This design comes from an exercise in tuning for small area on the open sky130 flow, not from production work.
Only the layout flow was run in this run; the RTL was not checked for function there.

**flow/flow/run.sh**
```bash
#!/bin/bash
set -euo pipefail
W=$PWD
{
  echo "include $W/config.mk"
  echo "export BUFFER_PORTS_ARGS = -buffer_cell sky130_fd_sc_hd__buf_1"
  echo "export CTS_ARGS = -sink_clustering_enable -repair_clock_nets -dont_use_dummy_load -buf_list sky130_fd_sc_hd__clkbuf_8"
  echo "export REMOVE_ABC_BUFFERS = 1"
} > "$W/own_config.mk"
sed "s#DESIGN_CONFIG=[^ ]*#DESIGN_CONFIG=$W/own_config.mk#" standard.sh > "$W/own_standard.sh"
bash "$W/own_standard.sh" > "$W/own_flow.log" 2>&1
```
**flow/standard.sh**
```bash
#!/bin/bash
# synth_recipe.tcl (not shown) runs the flow's synth.tcl, then flattens the netlist and writes it again
# the make line also repeats each setting of config.mk as NAME=value (left out here)
make -C /OpenROAD-flow-scripts/flow DESIGN_CONFIG=/design/flow/config.mk WORK_HOME=/design/flow/orfs CLKGATE_MAP_FILE= SYNTH_SCRIPT=/design/flow/synth_recipe.tcl "${@:-finish}"
```
**flow/config.mk**
```make
export PLATFORM = sky130hd
export DESIGN_NAME = delay_calc_top
export DESIGN_NICKNAME = delay_calc_top
export VERILOG_FILES = /design/flow/design.v
export SDC_FILE = /design/flow/constraint.sdc
export NUM_CORES = 4
export LEC_CHECK = 0
export CAP_MARGIN = 20
export CORE_MARGIN = 2
export CORE_UTILIZATION = 40
export GPL_TIMING_DRIVEN = 0
export SLEW_MARGIN = 20
```
**flow/constraint.sdc**
```tcl
create_clock -name core_clock -period 7.5 [get_ports {clk}]
set_input_delay 1.5000 -clock core_clock [delete_from_list [all_inputs] [get_ports {clk}]]
set_output_delay 1.5000 -clock core_clock [all_outputs]
set_load 0.01 [all_outputs]
```
**flow/design.v**
```verilog
`default_nettype none
package delay_pkg;
    localparam int coord_w = 16;           
    localparam int elem_w  = 7;            
    localparam int delay_w = 8;            
endpackage
`default_nettype wire
`default_nettype none
module delay_decode (
    input  logic [15:0] x_elem,
    input  logic [15:0] z_elem,
    input  logic [15:0] x_focus,
    input  logic [15:0] z_focus,
    output logic [10:0] dx,
    output logic [10:0] dz,
    output logic        far
);
    logic [16:0] x_diff;
    logic [16:0] z_diff;
    logic n0, n1, n2, n3, n4, n5, n6, n7, n8, n9, n10, n11;
    logic n12, n13, n14, n15, n16, n17, n18, n19, n20, n21, n22, n23;
    logic n24, n25, n26, n27, n28, n29, n30, n31, n32, n33, n34, n35;
    logic n36, n37, n38, n39, n40, n41, n42, n43, n44, n45, n46, n47;
    logic n48, n49, n50, n51, n52, n53, n54, n55, n56, n57, n58, n59;
    logic n60, n61, n62, n63, n64, n65, n66, n67, n68, n69, n70, n71;
    logic n72, n73, n74, n75, n76, n77, n78, n79, n80, n81, n82, n83;
    logic n84, n85, n86, n87, n88, n89, n90, n91, n92, n93, n94, n95;
    logic n96, n97, n98, n99, n100, n101;
    assign n0 = ~x_elem[0];
    assign n1 = ~x_elem[1];
    assign n2 = ~x_elem[2];
    assign n3 = ~x_elem[3];
    assign n4 = ~x_elem[4];
    assign n5 = ~x_elem[5];
    assign n6 = ~x_elem[6];
    assign n7 = ~x_elem[7];
    assign n8 = ~x_elem[8];
    assign n9 = ~x_elem[9];
    assign n10 = ~x_elem[10];
    assign n11 = ~x_elem[11];
    assign n12 = ~x_elem[12];
    assign n13 = ~x_elem[13];
    assign n14 = ~x_elem[14];
    assign n15 = ~x_elem[15];
    assign n16 = ~x_elem[15];
    assign n17 = ~(x_focus[0] ^ n0);
    assign n18 = x_focus[0] | n0;
    assign n19 = x_focus[1] ^ n1 ^ n18;
    assign n20 = (x_focus[1] & n1) | (x_focus[1] & n18) | (n1 & n18);
    assign n21 = x_focus[2] ^ n2 ^ n20;
    assign n22 = (x_focus[2] & n2) | (x_focus[2] & n20) | (n2 & n20);
    assign n23 = x_focus[3] ^ n3 ^ n22;
    assign n24 = (x_focus[3] & n3) | (x_focus[3] & n22) | (n3 & n22);
    assign n25 = x_focus[4] ^ n4 ^ n24;
    assign n26 = (x_focus[4] & n4) | (x_focus[4] & n24) | (n4 & n24);
    assign n27 = x_focus[5] ^ n5 ^ n26;
    assign n28 = (x_focus[5] & n5) | (x_focus[5] & n26) | (n5 & n26);
    assign n29 = x_focus[6] ^ n6 ^ n28;
    assign n30 = (x_focus[6] & n6) | (x_focus[6] & n28) | (n6 & n28);
    assign n31 = x_focus[7] ^ n7 ^ n30;
    assign n32 = (x_focus[7] & n7) | (x_focus[7] & n30) | (n7 & n30);
    assign n33 = x_focus[8] ^ n8 ^ n32;
    assign n34 = (x_focus[8] & n8) | (x_focus[8] & n32) | (n8 & n32);
    assign n35 = x_focus[9] ^ n9 ^ n34;
    assign n36 = (x_focus[9] & n9) | (x_focus[9] & n34) | (n9 & n34);
    assign n37 = x_focus[10] ^ n10 ^ n36;
    assign n38 = (x_focus[10] & n10) | (x_focus[10] & n36) | (n10 & n36);
    assign n39 = x_focus[11] ^ n11 ^ n38;
    assign n40 = (x_focus[11] & n11) | (x_focus[11] & n38) | (n11 & n38);
    assign n41 = x_focus[12] ^ n12 ^ n40;
    assign n42 = (x_focus[12] & n12) | (x_focus[12] & n40) | (n12 & n40);
    assign n43 = x_focus[13] ^ n13 ^ n42;
    assign n44 = (x_focus[13] & n13) | (x_focus[13] & n42) | (n13 & n42);
    assign n45 = x_focus[14] ^ n14 ^ n44;
    assign n46 = (x_focus[14] & n14) | (x_focus[14] & n44) | (n14 & n44);
    assign n47 = x_focus[15] ^ n15 ^ n46;
    assign n48 = (x_focus[15] & n15) | (x_focus[15] & n46) | (n15 & n46);
    assign n49 = x_focus[15] ^ n16 ^ n48;
    assign n50 = (x_focus[15] & n16) | (x_focus[15] & n48) | (n16 & n48);
    assign n51 = ~z_elem[0];
    assign n52 = ~z_elem[1];
    assign n53 = ~z_elem[2];
    assign n54 = ~z_elem[3];
    assign n55 = ~z_elem[4];
    assign n56 = ~z_elem[5];
    assign n57 = ~z_elem[6];
    assign n58 = ~z_elem[7];
    assign n59 = ~z_elem[8];
    assign n60 = ~z_elem[9];
    assign n61 = ~z_elem[10];
    assign n62 = ~z_elem[11];
    assign n63 = ~z_elem[12];
    assign n64 = ~z_elem[13];
    assign n65 = ~z_elem[14];
    assign n66 = ~z_elem[15];
    assign n67 = ~z_elem[15];
    assign n68 = ~(z_focus[0] ^ n51);
    assign n69 = z_focus[0] | n51;
    assign n70 = z_focus[1] ^ n52 ^ n69;
    assign n71 = (z_focus[1] & n52) | (z_focus[1] & n69) | (n52 & n69);
    assign n72 = z_focus[2] ^ n53 ^ n71;
    assign n73 = (z_focus[2] & n53) | (z_focus[2] & n71) | (n53 & n71);
    assign n74 = z_focus[3] ^ n54 ^ n73;
    assign n75 = (z_focus[3] & n54) | (z_focus[3] & n73) | (n54 & n73);
    assign n76 = z_focus[4] ^ n55 ^ n75;
    assign n77 = (z_focus[4] & n55) | (z_focus[4] & n75) | (n55 & n75);
    assign n78 = z_focus[5] ^ n56 ^ n77;
    assign n79 = (z_focus[5] & n56) | (z_focus[5] & n77) | (n56 & n77);
    assign n80 = z_focus[6] ^ n57 ^ n79;
    assign n81 = (z_focus[6] & n57) | (z_focus[6] & n79) | (n57 & n79);
    assign n82 = z_focus[7] ^ n58 ^ n81;
    assign n83 = (z_focus[7] & n58) | (z_focus[7] & n81) | (n58 & n81);
    assign n84 = z_focus[8] ^ n59 ^ n83;
    assign n85 = (z_focus[8] & n59) | (z_focus[8] & n83) | (n59 & n83);
    assign n86 = z_focus[9] ^ n60 ^ n85;
    assign n87 = (z_focus[9] & n60) | (z_focus[9] & n85) | (n60 & n85);
    assign n88 = z_focus[10] ^ n61 ^ n87;
    assign n89 = (z_focus[10] & n61) | (z_focus[10] & n87) | (n61 & n87);
    assign n90 = z_focus[11] ^ n62 ^ n89;
    assign n91 = (z_focus[11] & n62) | (z_focus[11] & n89) | (n62 & n89);
    assign n92 = z_focus[12] ^ n63 ^ n91;
    assign n93 = (z_focus[12] & n63) | (z_focus[12] & n91) | (n63 & n91);
    assign n94 = z_focus[13] ^ n64 ^ n93;
    assign n95 = (z_focus[13] & n64) | (z_focus[13] & n93) | (n64 & n93);
    assign n96 = z_focus[14] ^ n65 ^ n95;
    assign n97 = (z_focus[14] & n65) | (z_focus[14] & n95) | (n65 & n95);
    assign n98 = z_focus[15] ^ n66 ^ n97;
    assign n99 = (z_focus[15] & n66) | (z_focus[15] & n97) | (n66 & n97);
    assign n100 = z_focus[15] ^ n67 ^ n99;
    assign n101 = (z_focus[15] & n67) | (z_focus[15] & n99) | (n67 & n99);
    assign x_diff = {n49, n47, n45, n43, n41, n39, n37, n35, n33, n31, n29, n27, n25, n23, n21, n19, n17};
    assign z_diff = {n100, n98, n96, n94, n92, n90, n88, n86, n84, n82, n80, n78, n76, n74, n72, n70, n68};
    assign dx  = x_diff[10:0];
    assign dz  = z_diff[10:0];
    assign far = !(x_diff[16:10] == 7'h00 || x_diff[16:10] == 7'h7f) ||
                 !(z_diff[16:10] == 7'h00 || z_diff[16:10] == 7'h7f);
endmodule
`default_nettype wire
`default_nettype none
module dist_square_sum (
    input  logic [10:0] dx,
    input  logic [10:0] dz,
    output logic [21:0] sum_sq
);
    logic n0, n1, n2, n3, n4, n5, n6, n7, n8, n9, n10, n11;
    logic n12, n13, n14, n15, n16, n17, n18, n19, n20, n21, n22, n23;
    logic n24, n25, n26, n27, n28, n29, n30, n31, n32, n33, n34, n35;
    logic n36, n37, n38, n39, n40, n41, n42, n43, n44, n45, n46, n47;
    logic n48, n49, n50, n51, n52, n53, n54, n55, n56, n57, n58, n59;
    logic n60, n61, n62, n63, n64, n65, n66, n67, n68, n69, n70, n71;
    logic n72, n73, n74, n75, n76, n77, n78, n79, n80, n81, n82, n83;
    logic n84, n85, n86, n87, n88, n89, n90, n91, n92, n93, n94, n95;
    logic n96, n97, n98, n99, n100, n101, n102, n103, n104, n105, n106, n107;
    logic n108, n109, n110, n111, n112, n113, n114, n115, n116, n117, n118, n119;
    logic n120, n121, n122, n123, n124, n125, n126, n127, n128, n129, n130, n131;
    logic n132, n133, n134, n135, n136, n137, n138, n139, n140, n141, n142, n143;
    logic n144, n145, n146, n147, n148, n149, n150, n151, n152, n153, n154, n155;
    logic n156, n157, n158, n159, n160, n161, n162, n163, n164, n165, n166, n167;
    logic n168, n169, n170, n171, n172, n173, n174, n175, n176, n177, n178, n179;
    logic n180, n181, n182, n183, n184, n185, n186, n187, n188, n189, n190, n191;
    logic n192, n193, n194, n195, n196, n197, n198, n199, n200, n201, n202, n203;
    logic n204, n205, n206, n207, n208, n209, n210, n211, n212, n213, n214, n215;
    logic n216, n217, n218, n219, n220, n221, n222, n223, n224, n225, n226, n227;
    logic n228, n229, n230, n231, n232, n233, n234, n235, n236, n237, n238, n239;
    logic n240, n241, n242, n243, n244, n245, n246, n247, n248, n249, n250, n251;
    logic n252, n253, n254, n255, n256, n257, n258, n259, n260, n261, n262, n263;
    logic n264, n265, n266, n267, n268, n269, n270, n271, n272, n273, n274, n275;
    logic n276, n277, n278, n279, n280, n281, n282, n283, n284, n285, n286, n287;
    logic n288, n289, n290, n291, n292, n293, n294, n295, n296, n297, n298, n299;
    logic n300, n301, n302, n303, n304, n305, n306, n307, n308, n309, n310, n311;
    logic n312, n313, n314, n315, n316, n317, n318, n319, n320, n321, n322, n323;
    logic n324, n325, n326, n327, n328, n329, n330, n331, n332, n333, n334, n335;
    logic n336, n337, n338, n339, n340, n341, n342, n343, n344, n345, n346, n347;
    logic n348, n349, n350, n351, n352, n353, n354, n355, n356, n357, n358, n359;
    logic n360, n361, n362, n363, n364, n365;
    assign n0 = dx[0] & dx[1];
    assign n1 = dx[0] & dx[2];
    assign n2 = dx[0] & dx[3];
    assign n3 = dx[0] & dx[4];
    assign n4 = dx[0] & dx[5];
    assign n5 = dx[0] & dx[6];
    assign n6 = dx[0] & dx[7];
    assign n7 = dx[0] & dx[8];
    assign n8 = dx[0] & dx[9];
    assign n9 = dx[1] & dx[2];
    assign n10 = dx[1] & dx[3];
    assign n11 = dx[1] & dx[4];
    assign n12 = dx[1] & dx[5];
    assign n13 = dx[1] & dx[6];
    assign n14 = dx[1] & dx[7];
    assign n15 = dx[1] & dx[8];
    assign n16 = dx[1] & dx[9];
    assign n17 = dx[2] & dx[3];
    assign n18 = dx[2] & dx[4];
    assign n19 = dx[2] & dx[5];
    assign n20 = dx[2] & dx[6];
    assign n21 = dx[2] & dx[7];
    assign n22 = dx[2] & dx[8];
    assign n23 = dx[2] & dx[9];
    assign n24 = dx[3] & dx[4];
    assign n25 = dx[3] & dx[5];
    assign n26 = dx[3] & dx[6];
    assign n27 = dx[3] & dx[7];
    assign n28 = dx[3] & dx[8];
    assign n29 = dx[3] & dx[9];
    assign n30 = dx[4] & dx[5];
    assign n31 = dx[4] & dx[6];
    assign n32 = dx[4] & dx[7];
    assign n33 = dx[4] & dx[8];
    assign n34 = dx[4] & dx[9];
    assign n35 = dx[5] & dx[6];
    assign n36 = dx[5] & dx[7];
    assign n37 = dx[5] & dx[8];
    assign n38 = dx[5] & dx[9];
    assign n39 = dx[6] & dx[7];
    assign n40 = dx[6] & dx[8];
    assign n41 = dx[6] & dx[9];
    assign n42 = dx[7] & dx[8];
    assign n43 = dx[7] & dx[9];
    assign n44 = dx[8] & dx[9];
    assign n45 = ~(dx[10] & dx[0]);
    assign n46 = ~(dx[10] & dx[1]);
    assign n47 = ~(dx[10] & dx[2]);
    assign n48 = ~(dx[10] & dx[3]);
    assign n49 = ~(dx[10] & dx[4]);
    assign n50 = ~(dx[10] & dx[5]);
    assign n51 = ~(dx[10] & dx[6]);
    assign n52 = ~(dx[10] & dx[7]);
    assign n53 = ~(dx[10] & dx[8]);
    assign n54 = ~(dx[10] & dx[9]);
    assign n55 = dz[0] & dz[1];
    assign n56 = dz[0] & dz[2];
    assign n57 = dz[0] & dz[3];
    assign n58 = dz[0] & dz[4];
    assign n59 = dz[0] & dz[5];
    assign n60 = dz[0] & dz[6];
    assign n61 = dz[0] & dz[7];
    assign n62 = dz[0] & dz[8];
    assign n63 = dz[0] & dz[9];
    assign n64 = dz[1] & dz[2];
    assign n65 = dz[1] & dz[3];
    assign n66 = dz[1] & dz[4];
    assign n67 = dz[1] & dz[5];
    assign n68 = dz[1] & dz[6];
    assign n69 = dz[1] & dz[7];
    assign n70 = dz[1] & dz[8];
    assign n71 = dz[1] & dz[9];
    assign n72 = dz[2] & dz[3];
    assign n73 = dz[2] & dz[4];
    assign n74 = dz[2] & dz[5];
    assign n75 = dz[2] & dz[6];
    assign n76 = dz[2] & dz[7];
    assign n77 = dz[2] & dz[8];
    assign n78 = dz[2] & dz[9];
    assign n79 = dz[3] & dz[4];
    assign n80 = dz[3] & dz[5];
    assign n81 = dz[3] & dz[6];
    assign n82 = dz[3] & dz[7];
    assign n83 = dz[3] & dz[8];
    assign n84 = dz[3] & dz[9];
    assign n85 = dz[4] & dz[5];
    assign n86 = dz[4] & dz[6];
    assign n87 = dz[4] & dz[7];
    assign n88 = dz[4] & dz[8];
    assign n89 = dz[4] & dz[9];
    assign n90 = dz[5] & dz[6];
    assign n91 = dz[5] & dz[7];
    assign n92 = dz[5] & dz[8];
    assign n93 = dz[5] & dz[9];
    assign n94 = dz[6] & dz[7];
    assign n95 = dz[6] & dz[8];
    assign n96 = dz[6] & dz[9];
    assign n97 = dz[7] & dz[8];
    assign n98 = dz[7] & dz[9];
    assign n99 = dz[8] & dz[9];
    assign n100 = ~(dz[10] & dz[0]);
    assign n101 = ~(dz[10] & dz[1]);
    assign n102 = ~(dz[10] & dz[2]);
    assign n103 = ~(dz[10] & dz[3]);
    assign n104 = ~(dz[10] & dz[4]);
    assign n105 = ~(dz[10] & dz[5]);
    assign n106 = ~(dz[10] & dz[6]);
    assign n107 = ~(dz[10] & dz[7]);
    assign n108 = ~(dz[10] & dz[8]);
    assign n109 = ~(dz[10] & dz[9]);
    assign n110 = n6 ^ n13;
    assign n111 = n6 & n13;
    assign n112 = n8 ^ n15 ^ n21;
    assign n113 = (n8 & n15) | (n8 & n21) | (n15 & n21);
    assign n114 = n26 ^ n30;
    assign n115 = n26 & n30;
    assign n116 = n16 ^ n22 ^ n27;
    assign n117 = (n16 & n22) | (n16 & n27) | (n22 & n27);
    assign n118 = n31 ^ n45;
    assign n119 = n31 & n45;
    assign n120 = n23 ^ n28 ^ n32;
    assign n121 = (n23 & n28) | (n23 & n32) | (n28 & n32);
    assign n122 = n35 ^ dx[6] ^ n46;
    assign n123 = (n35 & dx[6]) | (n35 & n46) | (dx[6] & n46);
    assign n124 = n78 ^ n83 ^ n87;
    assign n125 = (n78 & n83) | (n78 & n87) | (n83 & n87);
    assign n126 = n29 ^ n33 ^ n36;
    assign n127 = (n29 & n33) | (n29 & n36) | (n33 & n36);
    assign n128 = n34 ^ n37 ^ n39;
    assign n129 = (n34 & n37) | (n34 & n39) | (n37 & n39);
    assign n130 = n4 ^ n11 ^ n17;
    assign n131 = (n4 & n11) | (n4 & n17) | (n11 & n17);
    assign n132 = n5 ^ n12;
    assign n133 = n5 & n12;
    assign n134 = n19 ^ n24 ^ dx[4];
    assign n135 = (n19 & n24) | (n19 & dx[4]) | (n24 & dx[4]);
    assign n136 = n61 ^ n68 ^ n74;
    assign n137 = (n61 & n68) | (n61 & n74) | (n68 & n74);
    assign n138 = n7 ^ n14 ^ n20;
    assign n139 = (n7 & n14) | (n7 & n20) | (n14 & n20);
    assign n140 = n25 ^ n62 ^ n69;
    assign n141 = (n25 & n62) | (n25 & n69) | (n62 & n69);
    assign n142 = n75 ^ n80;
    assign n143 = n75 & n80;
    assign n144 = dx[5] ^ n63 ^ n70;
    assign n145 = (dx[5] & n63) | (dx[5] & n70) | (n63 & n70);
    assign n146 = n76 ^ n81 ^ n85;
    assign n147 = (n76 & n81) | (n76 & n85) | (n81 & n85);
    assign n148 = dz[5] ^ n112 ^ n114;
    assign n149 = (dz[5] & n112) | (dz[5] & n114) | (n112 & n114);
    assign n150 = n71 ^ n77 ^ n82;
    assign n151 = (n71 & n77) | (n71 & n82) | (n77 & n82);
    assign n152 = n86 ^ n100 ^ n113;
    assign n153 = (n86 & n100) | (n86 & n113) | (n100 & n113);
    assign n154 = n115 ^ n116 ^ n118;
    assign n155 = (n115 & n116) | (n115 & n118) | (n116 & n118);
    assign n156 = n90 ^ dz[6] ^ n101;
    assign n157 = (n90 & dz[6]) | (n90 & n101) | (dz[6] & n101);
    assign n158 = ~(n117 ^ n119);
    assign n159 = n117 | n119;
    assign n160 = n120 ^ n122 ^ n124;
    assign n161 = (n120 & n122) | (n120 & n124) | (n122 & n124);
    assign n162 = n47 ^ n84 ^ n88;
    assign n163 = (n47 & n84) | (n47 & n88) | (n84 & n88);
    assign n164 = n91 ^ n102 ^ n121;
    assign n165 = (n91 & n102) | (n91 & n121) | (n102 & n121);
    assign n166 = n123 ^ n125 ^ n126;
    assign n167 = (n123 & n125) | (n123 & n126) | (n125 & n126);
    assign n168 = dx[7] ^ n48 ^ n89;
    assign n169 = (dx[7] & n48) | (dx[7] & n89) | (n48 & n89);
    assign n170 = n92 ^ n94 ^ dz[7];
    assign n171 = (n92 & n94) | (n92 & dz[7]) | (n94 & dz[7]);
    assign n172 = n103 ^ n127 ^ n128;
    assign n173 = (n103 & n127) | (n103 & n128) | (n127 & n128);
    assign n174 = n38 ^ n40 ^ n49;
    assign n175 = (n38 & n40) | (n38 & n49) | (n40 & n49);
    assign n176 = n93 ^ n95 ^ n104;
    assign n177 = (n93 & n95) | (n93 & n104) | (n95 & n104);
    assign n178 = n41 ^ n42 ^ dx[8];
    assign n179 = (n41 & n42) | (n41 & dx[8]) | (n42 & dx[8]);
    assign n180 = n50 ^ n96 ^ n97;
    assign n181 = (n50 & n96) | (n50 & n97) | (n96 & n97);
    assign n182 = n2 ^ n9 ^ dx[2];
    assign n183 = (n2 & n9) | (n2 & dx[2]) | (n9 & dx[2]);
    assign n184 = n3 ^ n10;
    assign n185 = n3 & n10;
    assign n186 = dx[3] ^ n59 ^ n66;
    assign n187 = (dx[3] & n59) | (dx[3] & n66) | (n59 & n66);
    assign n188 = n72 ^ dz[3];
    assign n189 = n72 & dz[3];
    assign n190 = n18 ^ n60 ^ n67;
    assign n191 = (n18 & n60) | (n18 & n67) | (n60 & n67);
    assign n192 = n73 ^ n131 ^ n132;
    assign n193 = (n73 & n131) | (n73 & n132) | (n131 & n132);
    assign n194 = n79 ^ dz[4] ^ n110;
    assign n195 = (n79 & dz[4]) | (n79 & n110) | (dz[4] & n110);
    assign n196 = n133 ^ n134 ^ n136;
    assign n197 = (n133 & n134) | (n133 & n136) | (n134 & n136);
    assign n198 = n111 ^ n135 ^ n137;
    assign n199 = (n111 & n135) | (n111 & n137) | (n135 & n137);
    assign n200 = n138 ^ n140 ^ n142;
    assign n201 = (n138 & n140) | (n138 & n142) | (n140 & n142);
    assign n202 = n139 ^ n141 ^ n143;
    assign n203 = (n139 & n141) | (n139 & n143) | (n141 & n143);
    assign n204 = n144 ^ n146 ^ n148;
    assign n205 = (n144 & n146) | (n144 & n148) | (n146 & n148);
    assign n206 = n145 ^ n147 ^ n149;
    assign n207 = (n145 & n147) | (n145 & n149) | (n147 & n149);
    assign n208 = n150 ^ n152 ^ n154;
    assign n209 = (n150 & n152) | (n150 & n154) | (n152 & n154);
    assign n210 = n151 ^ n153 ^ n155;
    assign n211 = (n151 & n153) | (n151 & n155) | (n153 & n155);
    assign n212 = n156 ^ n158 ^ n160;
    assign n213 = (n156 & n158) | (n156 & n160) | (n158 & n160);
    assign n214 = n157 ^ n159 ^ n161;
    assign n215 = (n157 & n159) | (n157 & n161) | (n159 & n161);
    assign n216 = n162 ^ n164 ^ n166;
    assign n217 = (n162 & n164) | (n162 & n166) | (n164 & n166);
    assign n218 = n163 ^ n165 ^ n167;
    assign n219 = (n163 & n165) | (n163 & n167) | (n165 & n167);
    assign n220 = n168 ^ n170 ^ n172;
    assign n221 = (n168 & n170) | (n168 & n172) | (n170 & n172);
    assign n222 = n129 ^ n169 ^ n171;
    assign n223 = (n129 & n169) | (n129 & n171) | (n169 & n171);
    assign n224 = n173 ^ n174 ^ n176;
    assign n225 = (n173 & n174) | (n173 & n176) | (n174 & n176);
    assign n226 = dz[8] ^ n105 ^ n175;
    assign n227 = (dz[8] & n105) | (dz[8] & n175) | (n105 & n175);
    assign n228 = n177 ^ n178 ^ n180;
    assign n229 = (n177 & n178) | (n177 & n180) | (n178 & n180);
    assign n230 = n43 ^ n51 ^ n98;
    assign n231 = (n43 & n51) | (n43 & n98) | (n51 & n98);
    assign n232 = n106 ^ n179 ^ n181;
    assign n233 = (n106 & n179) | (n106 & n181) | (n179 & n181);
    assign n234 = n44 ^ dx[9] ^ n52;
    assign n235 = (n44 & dx[9]) | (n44 & n52) | (dx[9] & n52);
    assign n236 = n99 ^ dz[9] ^ n107;
    assign n237 = (n99 & dz[9]) | (n99 & n107) | (dz[9] & n107);
    assign n238 = n0 ^ dx[1];
    assign n239 = n0 & dx[1];
    assign n240 = n57 ^ n64;
    assign n241 = n57 & n64;
    assign n242 = n58 ^ n65 ^ n183;
    assign n243 = (n58 & n65) | (n58 & n183) | (n65 & n183);
    assign n244 = n130 ^ n185 ^ n186;
    assign n245 = (n130 & n185) | (n130 & n186) | (n185 & n186);
    assign n246 = n187 ^ n189 ^ n190;
    assign n247 = (n187 & n189) | (n187 & n190) | (n189 & n190);
    assign n248 = n191 ^ n193 ^ n194;
    assign n249 = (n191 & n193) | (n191 & n194) | (n193 & n194);
    assign n250 = n195 ^ n197 ^ n198;
    assign n251 = (n195 & n197) | (n195 & n198) | (n197 & n198);
    assign n252 = n199 ^ n201 ^ n202;
    assign n253 = (n199 & n201) | (n199 & n202) | (n201 & n202);
    assign n254 = n203 ^ n205 ^ n206;
    assign n255 = (n203 & n205) | (n203 & n206) | (n205 & n206);
    assign n256 = n207 ^ n209 ^ n210;
    assign n257 = (n207 & n209) | (n207 & n210) | (n209 & n210);
    assign n258 = n211 ^ n213 ^ n214;
    assign n259 = (n211 & n213) | (n211 & n214) | (n213 & n214);
    assign n260 = n215 ^ n217 ^ n218;
    assign n261 = (n215 & n217) | (n215 & n218) | (n217 & n218);
    assign n262 = n219 ^ n221 ^ n222;
    assign n263 = (n219 & n221) | (n219 & n222) | (n221 & n222);
    assign n264 = n223 ^ n225 ^ n226;
    assign n265 = (n223 & n225) | (n223 & n226) | (n225 & n226);
    assign n266 = n227 ^ n229 ^ n230;
    assign n267 = (n227 & n229) | (n227 & n230) | (n229 & n230);
    assign n268 = n231 ^ n233 ^ n234;
    assign n269 = (n231 & n233) | (n231 & n234) | (n233 & n234);
    assign n270 = n53 ^ n108 ^ n235;
    assign n271 = (n53 & n108) | (n53 & n235) | (n108 & n235);
    assign n272 = dx[10] ^ n54 ^ dz[10];
    assign n273 = (dx[10] & n54) | (dx[10] & dz[10]) | (n54 & dz[10]);
    assign n274 = n55 ^ dz[1];
    assign n275 = n55 & dz[1];
    assign n276 = n1 ^ n56 ^ n239;
    assign n277 = (n1 & n56) | (n1 & n239) | (n56 & n239);
    assign n278 = dz[2] ^ n182 ^ n240;
    assign n279 = (dz[2] & n182) | (dz[2] & n240) | (n182 & n240);
    assign n280 = n184 ^ n241 ^ n242;
    assign n281 = (n184 & n241) | (n184 & n242) | (n241 & n242);
    assign n282 = n188 ^ n243 ^ n244;
    assign n283 = (n188 & n243) | (n188 & n244) | (n243 & n244);
    assign n284 = n192 ^ n245 ^ n246;
    assign n285 = (n192 & n245) | (n192 & n246) | (n245 & n246);
    assign n286 = n196 ^ n247 ^ n248;
    assign n287 = (n196 & n247) | (n196 & n248) | (n247 & n248);
    assign n288 = n200 ^ n249 ^ n250;
    assign n289 = (n200 & n249) | (n200 & n250) | (n249 & n250);
    assign n290 = n204 ^ n251 ^ n252;
    assign n291 = (n204 & n251) | (n204 & n252) | (n251 & n252);
    assign n292 = n208 ^ n253 ^ n254;
    assign n293 = (n208 & n253) | (n208 & n254) | (n253 & n254);
    assign n294 = n212 ^ n255 ^ n256;
    assign n295 = (n212 & n255) | (n212 & n256) | (n255 & n256);
    assign n296 = n216 ^ n257 ^ n258;
    assign n297 = (n216 & n257) | (n216 & n258) | (n257 & n258);
    assign n298 = n220 ^ n259 ^ n260;
    assign n299 = (n220 & n259) | (n220 & n260) | (n259 & n260);
    assign n300 = n224 ^ n261 ^ n262;
    assign n301 = (n224 & n261) | (n224 & n262) | (n261 & n262);
    assign n302 = n228 ^ n263 ^ n264;
    assign n303 = (n228 & n263) | (n228 & n264) | (n263 & n264);
    assign n304 = n232 ^ n265 ^ n266;
    assign n305 = (n232 & n265) | (n232 & n266) | (n265 & n266);
    assign n306 = n236 ^ n267 ^ n268;
    assign n307 = (n236 & n267) | (n236 & n268) | (n267 & n268);
    assign n308 = n237 ^ n269 ^ n270;
    assign n309 = (n237 & n269) | (n237 & n270) | (n269 & n270);
    assign n310 = n109 ^ n271 ^ n272;
    assign n311 = (n109 & n271) | (n109 & n272) | (n271 & n272);
    assign n312 = dx[0] ^ dz[0];
    assign n313 = dx[0] & dz[0];
    assign n314 = n238 ^ n274;
    assign n315 = n238 & n274;
    assign n316 = n275 ^ n276 ^ n315;
    assign n317 = (n275 & n276) | (n275 & n315) | (n276 & n315);
    assign n318 = n277 ^ n278 ^ n317;
    assign n319 = (n277 & n278) | (n277 & n317) | (n278 & n317);
    assign n320 = n279 ^ n280 ^ n319;
    assign n321 = (n279 & n280) | (n279 & n319) | (n280 & n319);
    assign n322 = n281 ^ n282 ^ n321;
    assign n323 = (n281 & n282) | (n281 & n321) | (n282 & n321);
    assign n324 = n283 ^ n284 ^ n323;
    assign n325 = (n283 & n284) | (n283 & n323) | (n284 & n323);
    assign n326 = n285 ^ n286 ^ n325;
    assign n327 = (n285 & n286) | (n285 & n325) | (n286 & n325);
    assign n328 = n287 ^ n288 ^ n327;
    assign n329 = (n287 & n288) | (n287 & n327) | (n288 & n327);
    assign n330 = n289 ^ n290 ^ n329;
    assign n331 = (n289 & n290) | (n289 & n329) | (n290 & n329);
    assign n332 = n291 ^ n292 ^ n331;
    assign n333 = (n291 & n292) | (n291 & n331) | (n292 & n331);
    assign n334 = n293 ^ n294 ^ n333;
    assign n335 = (n293 & n294) | (n293 & n333) | (n294 & n333);
    assign n336 = n295 ^ n296 ^ n335;
    assign n337 = (n295 & n296) | (n295 & n335) | (n296 & n335);
    assign n338 = n297 ^ n298 ^ n337;
    assign n339 = (n297 & n298) | (n297 & n337) | (n298 & n337);
    assign n340 = n299 ^ n300 ^ n339;
    assign n341 = (n299 & n300) | (n299 & n339) | (n300 & n339);
    assign n342 = n301 ^ n302 ^ n341;
    assign n343 = (n301 & n302) | (n301 & n341) | (n302 & n341);
    assign n344 = n303 ^ n304 ^ n343;
    assign n345 = (n303 & n304) | (n303 & n343) | (n304 & n343);
    assign n346 = n305 ^ n306;
    assign n347 = n305 & n306;
    assign n348 = n307 ^ n308 ^ n347;
    assign n349 = (n307 & n308) | (n307 & n347) | (n308 & n347);
    assign n350 = n309 ^ n310 ^ n349;
    assign n351 = (n309 & n310) | (n309 & n349) | (n310 & n349);
    assign n352 = n273 ^ n311 ^ n351;
    assign n353 = (n273 & n311) | (n273 & n351) | (n311 & n351);
    assign n354 = ~(n305 ^ n306);
    assign n355 = n305 | n306;
    assign n356 = n307 ^ n308 ^ n355;
    assign n357 = (n307 & n308) | (n307 & n355) | (n308 & n355);
    assign n358 = n309 ^ n310 ^ n357;
    assign n359 = (n309 & n310) | (n309 & n357) | (n310 & n357);
    assign n360 = n273 ^ n311 ^ n359;
    assign n361 = (n273 & n311) | (n273 & n359) | (n311 & n359);
    assign n362 = n345 ? n354 : n346;
    assign n363 = n345 ? n356 : n348;
    assign n364 = n345 ? n358 : n350;
    assign n365 = n345 ? n360 : n352;
    assign sum_sq = {n365, n364, n363, n362, n344, n342, n340, n338, n336, n334, n332, n330, n328, n326, n324, n322, n320, n318, n316, n314, n313, n312};
endmodule
`default_nettype wire
`default_nettype none
module isqrt_steps_0_6 (
    input  logic [15:0] t_in,
    output logic [7:0] r_out,
    output logic [3:0] t_out,
    output logic [5:0] q_out
);
    logic n0, n1, n2, n3, n4, n5, n6, n7, n8, n9, n10, n11;
    logic n12, n13, n14, n15, n16, n17, n18, n19, n20, n21, n22, n23;
    logic n24, n25, n26, n27, n28, n29, n30, n31, n32, n33, n34, n35;
    logic n36, n37, n38, n39, n40, n41, n42, n43, n44, n45, n46, n47;
    logic n48, n49, n50, n51, n52, n53, n54, n55, n56, n57, n58, n59;
    logic n60, n61, n62, n63, n64, n65, n66, n67, n68, n69, n70, n71;
    logic n72, n73, n74, n75, n76, n77, n78, n79, n80, n81, n82, n83;
    logic n84, n85, n86, n87, n88, n89, n90, n91, n92, n93, n94, n95;
    logic n96, n97, n98, n99, n100, n101, n102, n103, n104, n105, n106, n107;
    logic n108, n109;
    assign n0 = ~t_in[14];
    assign n1 = ~(t_in[15] ^ t_in[14]);
    assign n2 = t_in[15] | t_in[14];
    assign n3 = ~n2;
    assign n4 = ~n3;
    assign n5 = ~n3;
    assign n6 = n4 ^ n5;
    assign n7 = ~n3;
    assign n8 = ~n3;
    assign n9 = t_in[12] ^ n3 ^ n8;
    assign n10 = (t_in[12] & n3) | (t_in[12] & n8) | (n3 & n8);
    assign n11 = ~(t_in[13] ^ n10);
    assign n12 = t_in[13] | n10;
    assign n13 = n0 ^ n6 ^ n12;
    assign n14 = (n0 & n6) | (n0 & n12) | (n6 & n12);
    assign n15 = n1 ^ n7 ^ n14;
    assign n16 = (n1 & n7) | (n1 & n14) | (n7 & n14);
    assign n17 = ~n15;
    assign n18 = ~n15;
    assign n19 = n17 ^ n18;
    assign n20 = ~n15;
    assign n21 = n4 ^ n20;
    assign n22 = ~n15;
    assign n23 = ~n15;
    assign n24 = t_in[10] ^ n15 ^ n23;
    assign n25 = (t_in[10] & n15) | (t_in[10] & n23) | (n15 & n23);
    assign n26 = ~(t_in[11] ^ n25);
    assign n27 = t_in[11] | n25;
    assign n28 = n9 ^ n19 ^ n27;
    assign n29 = (n9 & n19) | (n9 & n27) | (n19 & n27);
    assign n30 = n11 ^ n21 ^ n29;
    assign n31 = (n11 & n21) | (n11 & n29) | (n21 & n29);
    assign n32 = n13 ^ n22 ^ n31;
    assign n33 = (n13 & n22) | (n13 & n31) | (n22 & n31);
    assign n34 = ~n32;
    assign n35 = ~n32;
    assign n36 = n34 ^ n35;
    assign n37 = ~n32;
    assign n38 = n17 ^ n37;
    assign n39 = ~n32;
    assign n40 = n4 ^ n39;
    assign n41 = ~n32;
    assign n42 = ~n32;
    assign n43 = t_in[8] ^ n32 ^ n42;
    assign n44 = (t_in[8] & n32) | (t_in[8] & n42) | (n32 & n42);
    assign n45 = ~(t_in[9] ^ n44);
    assign n46 = t_in[9] | n44;
    assign n47 = n24 ^ n36 ^ n46;
    assign n48 = (n24 & n36) | (n24 & n46) | (n36 & n46);
    assign n49 = n26 ^ n38 ^ n48;
    assign n50 = (n26 & n38) | (n26 & n48) | (n38 & n48);
    assign n51 = n28 ^ n40 ^ n50;
    assign n52 = (n28 & n40) | (n28 & n50) | (n40 & n50);
    assign n53 = n30 ^ n41 ^ n52;
    assign n54 = (n30 & n41) | (n30 & n52) | (n41 & n52);
    assign n55 = ~n53;
    assign n56 = ~n53;
    assign n57 = n55 ^ n56;
    assign n58 = ~n53;
    assign n59 = n34 ^ n58;
    assign n60 = ~n53;
    assign n61 = n17 ^ n60;
    assign n62 = ~n53;
    assign n63 = n4 ^ n62;
    assign n64 = ~n53;
    assign n65 = ~n53;
    assign n66 = t_in[6] ^ n53 ^ n65;
    assign n67 = (t_in[6] & n53) | (t_in[6] & n65) | (n53 & n65);
    assign n68 = ~(t_in[7] ^ n67);
    assign n69 = t_in[7] | n67;
    assign n70 = n43 ^ n57 ^ n69;
    assign n71 = (n43 & n57) | (n43 & n69) | (n57 & n69);
    assign n72 = n45 ^ n59 ^ n71;
    assign n73 = (n45 & n59) | (n45 & n71) | (n59 & n71);
    assign n74 = n47 ^ n61 ^ n73;
    assign n75 = (n47 & n61) | (n47 & n73) | (n61 & n73);
    assign n76 = n49 ^ n63 ^ n75;
    assign n77 = (n49 & n63) | (n49 & n75) | (n63 & n75);
    assign n78 = n51 ^ n64 ^ n77;
    assign n79 = (n51 & n64) | (n51 & n77) | (n64 & n77);
    assign n80 = ~n78;
    assign n81 = ~n78;
    assign n82 = n80 ^ n81;
    assign n83 = ~n78;
    assign n84 = n55 ^ n83;
    assign n85 = ~n78;
    assign n86 = n34 ^ n85;
    assign n87 = ~n78;
    assign n88 = n17 ^ n87;
    assign n89 = ~n78;
    assign n90 = n4 ^ n89;
    assign n91 = ~n78;
    assign n92 = ~n78;
    assign n93 = t_in[4] ^ n78 ^ n92;
    assign n94 = (t_in[4] & n78) | (t_in[4] & n92) | (n78 & n92);
    assign n95 = ~(t_in[5] ^ n94);
    assign n96 = t_in[5] | n94;
    assign n97 = n66 ^ n82 ^ n96;
    assign n98 = (n66 & n82) | (n66 & n96) | (n82 & n96);
    assign n99 = n68 ^ n84 ^ n98;
    assign n100 = (n68 & n84) | (n68 & n98) | (n84 & n98);
    assign n101 = n70 ^ n86 ^ n100;
    assign n102 = (n70 & n86) | (n70 & n100) | (n86 & n100);
    assign n103 = n72 ^ n88 ^ n102;
    assign n104 = (n72 & n88) | (n72 & n102) | (n88 & n102);
    assign n105 = n74 ^ n90 ^ n104;
    assign n106 = (n74 & n90) | (n74 & n104) | (n90 & n104);
    assign n107 = n76 ^ n91 ^ n106;
    assign n108 = (n76 & n91) | (n76 & n106) | (n91 & n106);
    assign n109 = ~n107;
    assign r_out = {n107, n105, n103, n101, n99, n97, n95, n93};
    assign t_out = {t_in[3], t_in[2], t_in[1], t_in[0]};
    assign q_out = {n4, n17, n34, n55, n80, n109};
endmodule
module isqrt_steps_6_8 (
    input  logic [7:0] r_in,
    input  logic [5:0] q_in,
    input  logic [3:0] t_in,
    output logic [7:0] q_out
);
    logic n0, n1, n2, n3, n4, n5, n6, n7, n8, n9, n10, n11;
    logic n12, n13, n14, n15, n16, n17, n18, n19, n20, n21, n22, n23;
    logic n24, n25, n26, n27, n28, n29, n30, n31, n32, n33, n34, n35;
    logic n36, n37, n38, n39, n40, n41, n42, n43, n44, n45, n46, n47;
    logic n48, n49, n50, n51, n52, n53, n54, n55, n56, n57, n58, n59;
    logic n60, n61, n62, n63, n64, n65, n66, n67, n68, n69;
    assign n0 = ~r_in[7];
    assign n1 = q_in[0] ^ n0;
    assign n2 = ~r_in[7];
    assign n3 = q_in[1] ^ n2;
    assign n4 = ~r_in[7];
    assign n5 = q_in[2] ^ n4;
    assign n6 = ~r_in[7];
    assign n7 = q_in[3] ^ n6;
    assign n8 = ~r_in[7];
    assign n9 = q_in[4] ^ n8;
    assign n10 = ~r_in[7];
    assign n11 = q_in[5] ^ n10;
    assign n12 = ~r_in[7];
    assign n13 = ~r_in[7];
    assign n14 = t_in[2] ^ r_in[7] ^ n13;
    assign n15 = (t_in[2] & r_in[7]) | (t_in[2] & n13) | (r_in[7] & n13);
    assign n16 = ~(t_in[3] ^ n15);
    assign n17 = t_in[3] | n15;
    assign n18 = r_in[0] ^ n1 ^ n17;
    assign n19 = (r_in[0] & n1) | (r_in[0] & n17) | (n1 & n17);
    assign n20 = r_in[1] ^ n3 ^ n19;
    assign n21 = (r_in[1] & n3) | (r_in[1] & n19) | (n3 & n19);
    assign n22 = r_in[2] ^ n5 ^ n21;
    assign n23 = (r_in[2] & n5) | (r_in[2] & n21) | (n5 & n21);
    assign n24 = r_in[3] ^ n7 ^ n23;
    assign n25 = (r_in[3] & n7) | (r_in[3] & n23) | (n7 & n23);
    assign n26 = r_in[4] ^ n9 ^ n25;
    assign n27 = (r_in[4] & n9) | (r_in[4] & n25) | (n9 & n25);
    assign n28 = r_in[5] ^ n11 ^ n27;
    assign n29 = (r_in[5] & n11) | (r_in[5] & n27) | (n11 & n27);
    assign n30 = r_in[6] ^ n12 ^ n29;
    assign n31 = (r_in[6] & n12) | (r_in[6] & n29) | (n12 & n29);
    assign n32 = ~n30;
    assign n33 = ~n30;
    assign n34 = n32 ^ n33;
    assign n35 = ~n30;
    assign n36 = q_in[0] ^ n35;
    assign n37 = ~n30;
    assign n38 = q_in[1] ^ n37;
    assign n39 = ~n30;
    assign n40 = q_in[2] ^ n39;
    assign n41 = ~n30;
    assign n42 = q_in[3] ^ n41;
    assign n43 = ~n30;
    assign n44 = q_in[4] ^ n43;
    assign n45 = ~n30;
    assign n46 = q_in[5] ^ n45;
    assign n47 = ~n30;
    assign n48 = ~n30;
    assign n49 = t_in[0] ^ n30 ^ n48;
    assign n50 = (t_in[0] & n30) | (t_in[0] & n48) | (n30 & n48);
    assign n51 = ~(t_in[1] ^ n50);
    assign n52 = t_in[1] | n50;
    assign n53 = n14 ^ n34 ^ n52;
    assign n54 = (n14 & n34) | (n14 & n52) | (n34 & n52);
    assign n55 = n16 ^ n36 ^ n54;
    assign n56 = (n16 & n36) | (n16 & n54) | (n36 & n54);
    assign n57 = n18 ^ n38 ^ n56;
    assign n58 = (n18 & n38) | (n18 & n56) | (n38 & n56);
    assign n59 = n20 ^ n40 ^ n58;
    assign n60 = (n20 & n40) | (n20 & n58) | (n40 & n58);
    assign n61 = n22 ^ n42 ^ n60;
    assign n62 = (n22 & n42) | (n22 & n60) | (n42 & n60);
    assign n63 = n24 ^ n44 ^ n62;
    assign n64 = (n24 & n44) | (n24 & n62) | (n44 & n62);
    assign n65 = n26 ^ n46 ^ n64;
    assign n66 = (n26 & n46) | (n26 & n64) | (n46 & n64);
    assign n67 = n28 ^ n47 ^ n66;
    assign n68 = (n28 & n47) | (n28 & n66) | (n47 & n66);
    assign n69 = ~n67;
    assign q_out = {q_in[5], q_in[4], q_in[3], q_in[2], q_in[1], q_in[0], n32, n69};
endmodule
`default_nettype wire
`default_nettype none
`default_nettype wire
`default_nettype none
module delay_calc_top (
    input  logic                                 clk,
    input  logic                                 reset,
    input  logic                                 start,
    input  logic signed [delay_pkg::coord_w-1:0] x_elem,
    input  logic signed [delay_pkg::coord_w-1:0] z_elem,
    input  logic signed [delay_pkg::coord_w-1:0] x_focus,
    input  logic signed [delay_pkg::coord_w-1:0] z_focus,
    input  logic        [delay_pkg::elem_w-1:0]  elem,
    output logic        [delay_pkg::delay_w-1:0] delay_out,
    output logic        [delay_pkg::elem_w-1:0]  elem_out,
    output logic                                 done
);
    logic [10:0] dx, dz;
    logic        far;
    logic [10:0] p1_dx;
    logic [10:0] p1_dz;
    logic        p1_sat;
    logic [6:0] p1_tag;
    logic        p1_valid;
    logic [21:0] sum_sq_p1_dx;
    logic [15:0] p2_t;
    logic        p2_sat;
    logic [6:0] p2_tag;
    logic        p2_valid;
    logic [7:0] r_q6;
    logic [3:0] t_q6;
    logic [5:0] q_q6;
    logic [7:0] p3_r;
    logic [5:0] p3_q;
    logic [3:0] p3_t;
    logic        p3_sat;
    logic [6:0] p3_tag;
    logic        p3_valid;
    logic [7:0] q_q8;
    delay_decode u_decode (
        .x_elem (x_elem), .z_elem (z_elem), .x_focus (x_focus), .z_focus (z_focus),
        .dx (dx), .dz (dz), .far (far)
    );
    always_ff @(posedge clk) begin
        p1_valid <= (start && !reset);
        p1_dx <= dx;
        p1_dz <= dz;
        p1_sat <= far;
        p1_tag <= elem;
    end
    dist_square_sum u_sq_p1_dx (.dx (p1_dx), .dz (p1_dz), .sum_sq (sum_sq_p1_dx));
    always_ff @(posedge clk) begin
        p2_valid <= (p1_valid && !reset);
        p2_t <= sum_sq_p1_dx[19:4];
        p2_sat <= (p1_sat || sum_sq_p1_dx[21] || sum_sq_p1_dx[20]);
        p2_tag <= p1_tag;
    end
    isqrt_steps_0_6 u_root_0_6 (.t_in (p2_t), .r_out (r_q6), .t_out (t_q6), .q_out (q_q6));
    always_ff @(posedge clk) begin
        if (reset) begin
            p3_valid <= 1'b0;
            p3_r <= '0;
            p3_q <= '0;
            p3_t <= '0;
            p3_sat <= '0;
            p3_tag <= '0;
        end else begin
            p3_valid <= (p2_valid && !reset);
            if ((p2_valid && !reset)) begin
                p3_r <= r_q6;
                p3_q <= q_q6;
                p3_t <= t_q6;
                p3_sat <= p2_sat;
                p3_tag <= p2_tag;
            end
        end
    end
    isqrt_steps_6_8 u_root_6_8 (.r_in (p3_r), .q_in (p3_q), .t_in (p3_t), .q_out (q_q8));
    assign delay_out = q_q8 | {8{p3_sat}};
    assign elem_out  = p3_tag;
    assign done      = p3_valid;
endmodule
`default_nettype wire
```
==> results.toml <==
[place]
dpl-instance-area_sq_mm = 0.00805
placedCellCount = 1042
port_buffers = 89
hpwlAfterDp_um = 10800
place.gp.congestion = 0.785

[timing]
worst_pin_slew_ns = 0.540
setup_ws_ns = -0.0686
slew_violations = 0
fin_setup_tns_ns = -0.0686
finalSetupViolations = 1
hold_viol_final = 0
maxSlewHeadroom = 0.640
fin_crit_ns = 7.57
fin_skew_ns = 0.0134
fin_crit_sh = 1.01
max_freq_mhz = 132
rsz0062_at_grt = "true"

[grt]
grt_max_degree = 30
track_usage = 0.147
global_route.overflow_total = 0
grt_pass1_vias = 5050
antenna_found_initial = 0
grt_pass1_wl_um = 23400

[route]
wl_um = 13200
vias = 4739
antenna_left = 0
viasPerCell = 4.47
drt-pass1-iter-count = 4
drc = 0
wl_per_cell_um = 12.4
drt_iter0_drc = 127

[logic_synthesis]
synth-edff-count = 0
synth.cell_area_sq_mm = 0.00754
async_reset_ff_frac = 0
ys_ff_latch = 83
synth_ff_type = "dfxtp_1"
seq_area_frac_synth = 0.220
ys_types = 41
syn_avg_cell_area_sq_um = 10.0
synth_cells = 753
yosys_warnings = 1

[outcome]
so_faults = "negative setup slack"
status = "finished with violations"

[clock_network]
cts_hold_buf = 0
clk_pin_slew_ns = 0.08
cts-root-buf = "clkbuf_8"
cts_tree = "yes"
cts.path.max_buffers = 2
cts_htree_levels = 3
clk_latency_ns = 0.36
cts-buffers-inserted = 9
clkSinkCount = 83

[setup_path]
worstPathRequired_ns = 7.73
critPathArrivalTime_ns = 7.80
path_max_fanout = 4
worstReg2RegStart = "p1_dx[0]"
critical_path.startpoint = "p1_dx[0]"
critical_path_class = "reg -> reg"
crit_path_end_kind = "flop"
start_kind = "flop"

[layout]
final_area_sq_mm = 0.00839
num_antenna_cells = 0
nNetsFinal = 1073
final_common_cell = "inv_1"
fillCellCount = 1801
area.growth.synth_to_final_pct = 11.3
final_cells = 1061
final_cell_mix = "165 x inv_1, 126 x fa_1, 88 x buf_1"
drive_gt1_frac = 0.0834

[run]
max-cap-violations = 0

[die]
ios = 90
initial_core_util = 0.406
die_area_sq_mm = 0.0200
die_width_um = 141
placementRows = 50
core-area_sq_mm = 0.0186
dieHeight_um = 141

[worst_hold_path]
hp-start = "p1_tag[2]"
min_path_type = "reg -> reg"
==> metal layers <==
layer | part of all wire | GRT usage
met1 | 0.48 | 0.192
met2 | 0.47 | 0.253
met3 | 0.035 | 0.0263
met4 | 0.012 | 0.0395
met5 | 0 | 0
==> flip-flops by register name, indices dropped and copies added, names as in the netlist <==
name      flops
p3_sat        1
p1_valid      1
p3_t          4
p2_sat        1
p3_valid      1
p3_tag        7
p2_t         16
p1_tag        7
p3_r          8
p2_tag        7
p2_valid      1
p1_dx        11
p1_dz        11
p3_q          6
p1_sat        1
==> worst paths after layout <==
| path | cells past startpoint | endpoint | slack, ns |
|---|---|---|---|
| max | 25 | p2_sat | -0.07 |
| min | 0 | p2_tag[2] | 0.33 |
| max reg2reg | 25 | p2_sat | -0.07 |
| min reg2reg | 0 | p2_tag[2] | 0.33 |
==> synthesized netlist by cell type, types with 3 or more instances <==
library cell,n,share of area
inv_1,167,0.083
fa_1,140,0.37
dfxtp_1,83,0.22
and2_1,67,0.056
nand2_1,46,0.023
nor2_1,37,0.018
clkbuf_1,32,0.016
ha_1,30,0.050
xnor2_1,30,0.035
mux2i_1,20,0.027
xor2_1,18,0.021
nor2b_1,13,0.011
nand2b_1,9,0.0075
a211oi_1,8,0.0080
nand3_1,7,0.0046
o21ai_0,6,0.0040
or2_2,6,0.0050
nor4_1,4,0.0033
a21oi_1,3,0.0020
o22ai_1,3,0.0025
==> kinds of logic after synthesis <==
group / count (synthesis) / share of synthesized area
adders and majority gates: 171 / 0.423
and+or+nand+nor: 193 / 0.132
buffers and inverters: 202 / 0.102
muxes: 20 / 0.0266
xor gates and xnor gates: 52 / 0.0671
DFF: 83 / 0.220
AOI/OAI and AO/OA: 32 / 0.0291
==> final cells by class <==
| type | instances | area, sq um | share of cell area |
|---|---|---|---|
| Clock buffer | 9 | 124 | 0.0148 |
| Inverter | 167 | 631 | 0.0752 |
| Multi-Input combinational cell | 468 | 5220 | 0.622 |
| Sequential cell | 83 | 1690 | 0.201 |
| Tap cell | 234 | 293 | 0.0349 |
| Timing Repair Buffer | 100 | 434 | 0.0518 |
==> what timing repair did <==
action                                  CTS  global route
gates resized for setup                  31            16
buffers inserted                          9             1
pin swaps                                 4             4
endpoints found under the setup margin    4             3
==> worst max-delay path, stage by stage (launching register included) <==
cell      delay (ns)
dfxtp_4         0.36
and2_1          0.18
ha_4            0.25
xnor2_2         0.15
fa_1            0.50
inv_1           0.05
fa_2            0.36
fa_2            0.39
fa_2            0.35
fa_2            0.35
fa_2            0.34
fa_2            0.36
fa_2            0.35
fa_2            0.36
fa_2            0.35
fa_2            0.35
fa_2            0.35
fa_2            0.36
fa_2            0.35
fa_2            0.37
or2_4           0.25
a31oi_4         0.18
xor2_1          0.17
a22oi_1         0.08
o22ai_1         0.14
nand2b_1        0.13
==> through the flow <==
step / util / hold slack, ns / setup WS (ns)
finish: 0.451 / 0.329 / -0.0686
global route: 0.451 / 0.340 / -0.310
CTS: 0.448 / 0.331 / -0.208
detailed placement: 0.433 / 0.313 / -1.20
global placement: 0.432 / 0.310 / -1.16
floorplan: - / 0.310 / -0.442

port drivers added, routing unchanged:
How much do the figures lean on ideal ports? The routed layout below was timed once more, with nothing changed but the port constraints.
Step 1, drivers: a clkbuf_16 drives clk and a buf_2 each remaining input, both assumed.
Step 2 moves the port delays by t, midway between the first and last clock arrival at a register: inputs arrive t later, outputs are due t later. That takes back most of the time a late clock gives input paths.
Slacks: no drivers / after step 1 / after step 2; pairs: no drivers / after step 1.
shift t [ns]: 0.394
setup slack, ns: -0.069 / -0.069 / -0.166
worst setup path after step 2: input to register
The setup slack of this run moves by 0.000 ns with the drivers and by -0.097 ns with both steps.
